Background: an optimization exercise with open tools, aiming at small area. Do not read the settings as production practice.
Only simulation tests tie the RTL to the original design; equivalence was not proved.
Power is estimated from default activity; no workload was simulated.

Setup of build 94:
==> flow/design.v (excerpt) <==
module video_ctrl (
    input  logic        clk,
    input  logic        reset_n,
    input  vid_pkg::cmd_t        cmd_in,
    input  logic [31:0] addr_data_in,
    output logic        req,
    output logic [31:0] req_addr,
    output logic        hsync,
    output logic        vsync,
    output logic        hblank,
    output logic        vblank,
    output logic [7:0]  red,
    output logic [7:0]  green,
    output logic [7:0]  blue,
    output logic        underrun
);
For scale: about 2,200 cells after synthesis, roughly 99 I/O pins.
clock: 5.0 ns
lec_check: 0
cap_margin: 20
core_margin: 2
core_utilization: 60
slew_margin: 20
standard.sh (not shown) runs the stock make flow with config.mk's settings and CLKGATE_MAP_FILE= SYNTH_SCRIPT=/design/flow/synth_recipe.tcl, a recipe that flattens the netlist after the stock synthesis.
==> flow/flow/run.sh <==
#!/bin/bash
# Standard ORFS layout with three changes: an area-oriented ABC mapping script,
# the smallest buffer on the I/O ports, and a clock tree with larger sink
# clusters and no dummy loads.
set -euo pipefail
S=$PWD/scripts_mod
rm -rf "$S"
cp -r "$FLOW_HOME/scripts" "$S"
cp flow/abc.script "$S/abc_speed.script"
bash standard.sh SCRIPTS_DIR="$S" \
  "BUFFER_PORTS_ARGS=-buffer_cell sky130_fd_sc_hd__buf_1" \
  "CTS_ARGS=-sink_clustering_enable -repair_clock_nets -dont_use_dummy_load -buf_list sky130_fd_sc_hd__clkbuf_8 -sink_clustering_size 16 -sink_clustering_max_diameter 100" \
  finish > standard.log 2>&1
==> flow/flow/abc.script <==
strash
ifraig
scorr
dc2
strash
dch -f
map -D 4500
topo
buffer -c
upsize -c
dnsize -c
In summary, build 94 completed successfully, with a layout that passed the timing, design-rule and antenna checks.
--- input diff build 94..build 29 ---
Settings: CAP_MARGIN now 0, was 20; SLEW_MARGIN now 0, was 20.
==> flow/flow/run.sh <==
#!/bin/bash
# Standard ORFS layout (the standard.sh) with these changes:
# - an area-oriented ABC mapping script (flow/abc.script) in place of the speed one,
# - the smallest buffer (buf_1) on the I/O ports,
# - a clock tree of clkbuf_8 with larger sink clusters and no dummy loads,
# - power (area) recovery after global routing, followed by a design repair
#   pass so that the downsizing leaves no slew or capacitance violations.
# All tool output goes to standard.log here; ORFS also keeps its per-step logs
# under orfs/logs.
set -euo pipefail
S=$PWD/scripts_mod
rm -rf "$S"
cp -r "$FLOW_HOME/scripts" "$S"
cp flow/abc.script "$S/abc_speed.script"
python3 flow/grt_patch.py "$S/global_route.tcl"
python3 flow/rsz_patch.py "$S/resize.tcl"
bash standard.sh SCRIPTS_DIR="$S" \
  "BUFFER_PORTS_ARGS=-buffer_cell sky130_fd_sc_hd__buf_1" \
  "CTS_ARGS=-sink_clustering_enable -repair_clock_nets -dont_use_dummy_load -buf_list sky130_fd_sc_hd__clkbuf_8 -sink_clustering_size 16 -sink_clustering_max_diameter 100" \
  RECOVER_POWER=100 finish > standard.log 2>&1
==> flow/flow/abc.script <==
strash
ifraig
scorr
dc2
strash
dch -f
&get -n
&nf -p -F 8 -A 4 -D 4500
&put
topo
==> flow/flow/grt_patch.py (new file) <==
import sys
p = sys.argv[1]
s = open(p).read()
old = "  recover_power_helper\n"
new = """  recover_power_helper
  if { $::env(RECOVER_POWER) != 0 } {
    # Downsizing can leave slew or capacitance violations: repair them
    repair_design_helper
    log_cmd detailed_placement
  }
"""
assert s.count(old) == 1
open(p, 'w').write(s.replace(old, new))
==> flow/flow/rsz_patch.py (new file) <==
import sys
p = sys.argv[1]
s = open(p).read()
old = "repair_design_helper\n"
new = """repair_design_helper
if { $::env(RECOVER_POWER) != 0 } {
  # Downsize gates that timing does not need, then repair slew and capacitance
  recover_power_helper
  repair_design_helper
}
"""
assert s.count(old) == 1
open(p, 'w').write(s.replace(old, new))
Notes after the runs:
Build 29: flow complete, layout not clean; failing: max-capacitance violations, max-slew violations
Between build 94 and build 29, the difference in global-route usage is negligible.
sky130_fd_sc_hd__dfxtp_1 as the slowest cell on the critical path was reported by build 94, and sky130_fd_sc_hd__edfxtp_1 by build 29.
Delta (build 29 minus build 94): pin count of the biggest net entering global routing went up; cell area went down.
The lower post-route clock period utilization of build 94 and build 29 is in build 94.
Via total after detailed routing of build 29 falls short of that of build 94 by a few percent.
Headroom to the max-slew limit for build 29: 29 points down relative to build 94
Build 29 -> build 94: sum of negative setup slack delta 0, exact match
> inputs changed (build 29 -> build 72)
==> flow/flow/run.sh <==
#!/bin/bash
# Standard ORFS layout with three changes: an area-oriented ABC mapping script
# the smallest buffer on the I/O ports, and a clock tree with larger sink
# clusters and no dummy loads.
set -euo pipefail
S=$PWD/scripts_mod
rm -rf "$S"
cp -r "$FLOW_HOME/scripts" "$S"
cp flow/abc.script "$S/abc_speed.script"
bash standard.sh SCRIPTS_DIR="$S" \
  "BUFFER_PORTS_ARGS=-buffer_cell sky130_fd_sc_hd__buf_1" \
  "CTS_ARGS=-sink_clustering_enable -repair_clock_nets -dont_use_dummy_load -buf_list sky130_fd_sc_hd__clkbuf_8 -sink_clustering_size 16 -sink_clustering_max_diameter 100" \
  finish > standard.log 2>&1
removed: flow/flow/grt_patch.py
removed: flow/flow/rsz_patch.py
## What came out
- Build 72 ended with every stage complete and zero timing, DRC or antenna violations.
- Looking at antenna diode instance count across build 72 and build 29, the one that comes out lower is build 72.
- Cell area of build 72 exceeds that of build 29 slightly.
- Build 29 and build 72 ended up with roughly the same total detailed-routing wirelength.
- Per-cell via count in the routed design grows slightly when moving from build 29 to build 72.
- Build 72 against build 29: minimum setup slack in the final design saw a decrease, sequential power stayed essentially flat.

Starting RTL as in the previous note.
==> flow/config.mk <==
export PLATFORM = sky130hd
export DESIGN_NAME = video_ctrl
export DESIGN_NICKNAME = video_ctrl
export VERILOG_FILES = /design/flow/design.v
export SDC_FILE = /design/flow/constraint.sdc
export NUM_CORES = 4
export LEC_CHECK = 0
export CAP_MARGIN = 0
export CORE_MARGIN = 2
export CORE_UTILIZATION = 60
export SLEW_MARGIN = 0
==> flow/constraint.sdc <==
create_clock -name core_clock -period 5.0 [get_ports {clk}]
set_input_delay 1.0000 -clock core_clock [delete_from_list [all_inputs] [get_ports {clk}]]
set_output_delay 1.0000 -clock core_clock [all_outputs]
set_load 0.01 [all_outputs]
==> flow/flow/run.sh <==
#!/bin/bash
# Standard ORFS layout with three changes: an area-oriented ABC mapping script,
# the smallest buffer on the I/O ports, and a clock tree with larger sink
# clusters and no dummy loads.
set -euo pipefail
S=$PWD/scripts_mod
rm -rf "$S"
cp -r "$FLOW_HOME/scripts" "$S"
cp flow/abc.script "$S/abc_speed.script"
bash standard.sh SCRIPTS_DIR="$S" \
  "BUFFER_PORTS_ARGS=-buffer_cell sky130_fd_sc_hd__buf_1" \
  "CTS_ARGS=-sink_clustering_enable -repair_clock_nets -dont_use_dummy_load -buf_list sky130_fd_sc_hd__clkbuf_8 -sink_clustering_size 16 -sink_clustering_max_diameter 100" \
  finish > standard.log 2>&1
==> flow/flow/abc.script <==
strash
ifraig
scorr
dc2
resub -K 6
rewrite -z
resub -K 8
refactor -z
resub -K 10
rewrite -z
dc2
strash
dch -f
map -D 4500
topo
buffer -c
upsize -c
dnsize -c
The baseline completed and failed the layout checks on setup timing.
Rerun with:
==> flow/flow/run.sh (replaced) <==
#!/bin/bash
# Standard ORFS layout (the standard.sh) with these changes:
# - an area-oriented ABC mapping script (flow/abc.script) in place of the speed one,
# - the smallest buffer (buf_1) on the I/O ports,
# - a clock tree of clkbuf_8 with larger sink clusters and no dummy loads,
# - power (area) recovery after global routing, followed by a design repair
#   pass so that the downsizing leaves no slew or capacitance violations.
# All tool output goes to standard.log here; ORFS also keeps its per-step logs
# under orfs/logs.
set -euo pipefail
S=$PWD/scripts_mod
rm -rf "$S"
cp -r "$FLOW_HOME/scripts" "$S"
cp flow/abc.script "$S/abc_speed.script"
python3 flow/grt_patch.py "$S/global_route.tcl"
bash standard.sh SCRIPTS_DIR="$S" \
  "BUFFER_PORTS_ARGS=-buffer_cell sky130_fd_sc_hd__buf_1" \
  "CTS_ARGS=-sink_clustering_enable -repair_clock_nets -dont_use_dummy_load -buf_list sky130_fd_sc_hd__clkbuf_8 -sink_clustering_size 16 -sink_clustering_max_diameter 100" \
  RECOVER_POWER=100 finish > standard.log 2>&1
==> flow/flow/abc.script (replaced) <==
strash
ifraig
scorr
dc2
strash
dch -f
&get -n
&nf -p -F 8 -A 4 -D 4500
&put
topo
==> flow/flow/grt_patch.py (new file) <==
import sys
p = sys.argv[1]
s = open(p).read()
old = "  recover_power_helper\n"
new = """  recover_power_helper
  if { $::env(RECOVER_POWER) != 0 } {
    # Downsizing can leave slew or capacitance violations: repair them
    repair_design_helper
    log_cmd detailed_placement
  }
"""
assert s.count(old) == 1
open(p, 'w').write(s.replace(old, new))
--- a/flow/config.mk
+++ b/flow/config.mk
@@ -9,3 +9,3 @@
 export CORE_MARGIN = 2
-export CORE_UTILIZATION = 60
+export CORE_UTILIZATION = 65
 export SLEW_MARGIN = 0
With this change the flow went through all stages and came out clean.
Global-route usage is higher by 1.2 points.
Core utilization is higher by 5.5 points.
Setup slack is better by 0.41 ns.
Die area is lower by roughly a tenth.
Final area is lower by a few percent.
Maximum frequency is higher by a little under a tenth.
Routed wire length is lower by a few percent.
Synthesized area is lower by a few percent.
Total power is higher by a few percent.
Rerun with:
==> flow/flow/run.sh (replaced) <==
#!/bin/bash
# Standard ORFS layout with three changes: an area-oriented ABC mapping script,
# the smallest buffer on the I/O ports, and a clock tree with larger sink
# clusters and no dummy loads.
set -euo pipefail
S=$PWD/scripts_mod
rm -rf "$S"
cp -r "$FLOW_HOME/scripts" "$S"
cp flow/abc.script "$S/abc_speed.script"
bash standard.sh SCRIPTS_DIR="$S" \
  "BUFFER_PORTS_ARGS=-buffer_cell sky130_fd_sc_hd__buf_1" \
  "CTS_ARGS=-sink_clustering_enable -repair_clock_nets -dont_use_dummy_load -buf_list sky130_fd_sc_hd__clkbuf_8 -sink_clustering_size 16 -sink_clustering_max_diameter 100" \
  finish > standard.log 2>&1
==> flow/flow/abc.script (replaced) <==
strash
ifraig
scorr
dc2
strash
dch -f
map -D 4500
topo
buffer -c
upsize -c
dnsize -c
--- a/flow/config.mk
+++ b/flow/config.mk
@@ -9,3 +9,3 @@
 export CORE_MARGIN = 2
-export CORE_UTILIZATION = 65
+export CORE_UTILIZATION = 60
 export SLEW_MARGIN = 0
removed: flow/flow/grt_patch.py
The changed run completed without violations.
Worst setup slack improved by 0.16 ns.
Area after synthesis goes up by 2.7%.
Wire length goes up by 6.1%.
Clock power barely changes.
Utilization goes down by 5.8 points.
Flip-flop and latch count stays the same.
Count of clock-buffer cells in the layout stays the same.
Clock skew goes down by 0.033 ns.
Via count goes up by 6.4%.
Power goes down by 2.7%.
Global-route usage goes down by 1.6 points.

==> separate check: timing with driven ports <==
The results above use ideal ports. As a check the final layouts listed here were re-extracted and re-timed, cells and wires unchanged.
Step 1: set_driving_cell puts a clkbuf_16 on clk and a buf_2 on each other input, an assumption about the parent block.
Step 2 moves the port delays by t, midway between the first and last clock arrival at a register: inputs arrive t later, outputs are due t later. That takes back most of the time a late clock gives input paths.
Slacks: ideal ports / drivers / drivers and shift; pairs: ideal ports / drivers.
| run | t (ns) | slack for setup (ns) | worst setup path at the end | clock arrival spread, ns | cell pins on the clock port's net |
|---|---|---|---|---|---|
| build 94 | 0.708 | 0.520 / 0.520 / 0.520 | register to register | 0.051 / 0.052 | 1 |
| build 29 | 0.684 | 0.383 / 0.383 / 0.383 | register to register | 0.047 / 0.047 | 1 |
| build 72 | 0.707 | 0.375 / 0.375 / 0.375 | register to register | 0.066 / 0.065 | 1 |
| the first run of note 2 | 0.708 | -0.055 / -0.055 / -0.055 | register to register | 0.083 / 0.083 | 1 |
| the second run of note 2 | 0.701 | 0.351 / 0.351 / 0.351 | register to register | 0.067 / 0.066 | 1 |
| the third run of note 2 | 0.696 | 0.508 / 0.508 / 0.508 | register to register | 0.035 / 0.035 | 1 |
